Source: an optimization exercise on an open RTL-to-GDS flow (aim: small area, a short achievable clock period and few clock cycles). Production flows keep margins and buffers that such runs may drop. Only simulation tests tie the RTL to the original design; equivalence was not proved.

## the reference run
// calendar_date_stepper
module calendar_date_stepper
#(
    parameter int unsigned MAX_YEAR = 9999
) (
    input  logic               aclk,
    input  logic               aresetn,
    input  logic               cfg_wr_en,
    input  logic [MASK_W-1:0]  cfg_wr_data,
    input  logic               s_valid,
    output logic               s_ready,
    input  logic [1:0]         s_req_type,
    input  logic               s_step_back,
    input  logic [COUNT_W-1:0] s_step_count,
    input  logic [DAY_W-1:0]   s_load_day,
    input  logic [MONTH_W-1:0] s_load_month,
    input  logic [YEAR_W-1:0]  s_load_year,
    output logic               m_valid,
    input  logic               m_ready,
    output logic [DAY_W-1:0]   m_out_day,
    output logic [MONTH_W-1:0] m_out_month,
    output logic [YEAR_W-1:0]  m_out_year,
    output logic [WD_W-1:0]    m_weekday,
    output logic [DOY_W-1:0]   m_day_of_year,
    output logic               m_is_leap,
    output logic [DAY_W-1:0]   m_month_length,
    output logic               m_date_valid,
    output logic               m_is_weekend,
    output logic               m_range_error
);
    localparam logic signed [15:0] MAXY = 16'(MAX_YEAR);
    typedef enum logic [3:0] {
        ST_IDLE = 4'd0,
        ST_D1   = 4'd1,
        ST_D2   = 4'd2,
        ST_L    = 4'd3,
        ST_M2   = 4'd4,
        ST_G    = 4'd5,
        ST_RW   = 4'd6,
        ST_A    = 4'd7
  ...
export LEC_CHECK = 0
export ABC_AREA = 1
export CAP_MARGIN = 20
export CORE_MARGIN = 2
export CORE_UTILIZATION = 40
export SETUP_SLACK_MARGIN = 1.5
export SLEW_MARGIN = 20
create_clock -name core_clock -period 9.0 [get_ports {aclk}]
run.sh (not shown) runs the stock make flow with config.mk's settings and CLKGATE_MAP_FILE= SYNTH_SCRIPT=/design/flow/synth_recipe.tcl, a recipe that flattens the netlist after the stock synthesis.
The reference run ran in full, but the layout does not pass; the checks complain about negative setup slack.
Testbench counts of the reference run, summed over its fixed seeds: cycles 1,568.
The inputs of the trial run differ from those of the reference run as listed below.
Settings: changing SETUP_SLACK_MARGIN from 1.5 to 0.8.
Findings:
In the trial run the implementation ran to completion but is not tape-out ready, as the final checks report negative setup slack. Routed wire length (higher): the reference run. Summary of the comparison: amount of wire on met2 after detailed routing is lower in the trial run, relative to the reference run. Re buffer count from post-CTS setup fixing: the trial run is 93 down on the reference run. Global-route wire length before repair, the trial run vs the reference run: down by a few percent. [diff] via count, the trial run relative to the reference run: improvement. Against the reference run, post-layout net count in the trial run fell by a few percent. Relative to the reference run, the trial run improves area of all placed cells without fillers. Summary — total routing usage reported by global routing, the trial run relative to the reference run: lower, by 1.1 points.

* * *

rev 12:
Another version of the RTL of calendar_date_stepper (not shown whole).
Size: ~2,900 cells after synthesis, about 170 flip-flops, ~100 I/O pins, ~24,000 µm² of cells after synthesis.
make LEC_CHECK=0 CAP_MARGIN=20 CORE_MARGIN=2 CORE_UTILIZATION=40 SLEW_MARGIN=20 finish   # period 9.0 ns
In rev 12 the implementation ran to completion but is not tape-out ready, as the final checks report negative setup slack.
Testbench counts of rev 12, summed over its fixed seeds: cycles 2,663.
Setup changes, rev 12 to rev 13
Settings: ABC_AREA: unset -> 1.
Notes after the runs:
- Rev 13 went all the way through synthesis, placement and routing and the layout is clean on timing, DRC and antenna.
- Going from rev 12 to rev 13, per-cell via count in the routed design shrinks by about 9%.
- Looking at master of the slowest instance on the critical path, the sky130_fd_sc_hd__fa_1 result is from rev 13; the sky130_fd_sc_hd__mux4_2 one comes from rev 12.
- Non-clock buffer count: higher on rev 12
- From rev 12 to rev 13, worst hold path depth did not move at all.

* * *

## red
Another version of the RTL of calendar_date_stepper (not shown whole).
Size in the first run: ~160 flip-flops, about 0.023 mm² of cells after synthesis.
==> flow/config.mk <==
export PLATFORM = sky130hd
export DESIGN_NAME = calendar_date_stepper
export DESIGN_NICKNAME = calendar_date_stepper
export VERILOG_FILES = /design/flow/design.v
export SDC_FILE = /design/flow/constraint.sdc
export NUM_CORES = 4
export LEC_CHECK = 0
export CAP_MARGIN = 20
export CORE_MARGIN = 2
export CORE_UTILIZATION = 40
export SLEW_MARGIN = 20
==> flow/constraint.sdc <==
create_clock -name core_clock -period 9.0 [get_ports {aclk}]
set_input_delay 1.8000 -clock core_clock [delete_from_list [all_inputs] [get_ports {aclk}]]
set_output_delay 1.8000 -clock core_clock [all_outputs]
set_load 0.01 [all_outputs]
STATUS run=red STAGES=ALL_DONE FINAL_CHECKS=FAILED CAUSE=setup timing
Testbench counts of red, summed over its fixed seeds: cycles 2,927.
The following lists how blue was set up differently from red:
# red
export LEC_CHECK = 0
export CAP_MARGIN = 20
export CORE_MARGIN = 2
export CORE_UTILIZATION = 40
export SLEW_MARGIN = 20
create_clock -name core_clock -period 9.0 [get_ports {aclk}]
# blue
export LEC_CHECK = 0
export CAP_MARGIN = 20
export CORE_MARGIN = 2
export CORE_UTILIZATION = 60
export SETUP_SLACK_MARGIN = 2.5
export SLEW_MARGIN = 20
create_clock -name core_clock -period 9.0 [get_ports {aclk}]
## What came out
blue against red; total half-perimeter wirelength after legalization and detailed placement is down by a few percent.
Taking blue as 1.0, red lands at 2.2 on layout filler cell count.
Summary of blue over red: count of plain and timing-repair buffers in the layout higher; flip-flop and latch share of the layout cell area lower; placed cell count lower; setup slack lower; post-route core utilization higher.
Finished, but not clean: blue, with setup timing.
Route | blue vs red | wire longer in blue
Diff red..blue | number of antenna violations at the first check in global routing | unchanged

separate check: timing with driven ports:
Ports are ideal in the flow. The routed layouts listed here were re-timed in OpenROAD. Step 1 (the two cells are an assumption about what drives the block):
set clk [get_ports {aclk}]
set_driving_cell -lib_cell sky130_fd_sc_hd__clkbuf_16 $clk
set_driving_cell -lib_cell sky130_fd_sc_hd__buf_2 [delete_from_list [all_inputs] $clk]
Step 2 also shifts input and output timing later by t, the mid clock arrival at the registers, as if the neighbouring blocks saw the same clock. a / b / c = ideal ports / drivers / drivers and shift; a / b = the first two.
| run | t, ns | setup slack, ns | clock arrival spread, ns | worst register clock-pin slew, ns | pins driven straight from the clock port |
|---|---|---|---|---|---|
| the reference run | 0.577 | -0.574 / -0.574 / -0.574 | 0.018 / 0.017 | 0.08 / 0.08 | 1 |
| the trial run | 0.581 | -0.577 / -0.577 / -0.577 | 0.013 / 0.013 | 0.08 / 0.08 | 1 |
| rev 12 | 0.508 | -0.223 / -0.223 / -0.404 | 0.015 / 0.015 | 0.08 / 0.08 | 1 |
| rev 13 | 0.528 | 0.558 / 0.558 / 0.249 | 0.013 / 0.013 | 0.07 / 0.07 | 1 |
| red | 0.526 | -2.408 / -2.408 / -2.408 | 0.015 / 0.015 | 0.08 / 0.08 | 1 |
| blue | 0.514 | -2.423 / -2.423 / -2.423 | 0.013 / 0.013 | 0.08 / 0.08 | 1 |
For rev 13, which loses most, drivers alone change the setup slack by 0.000 ns; drivers and shift together by -0.309 ns.
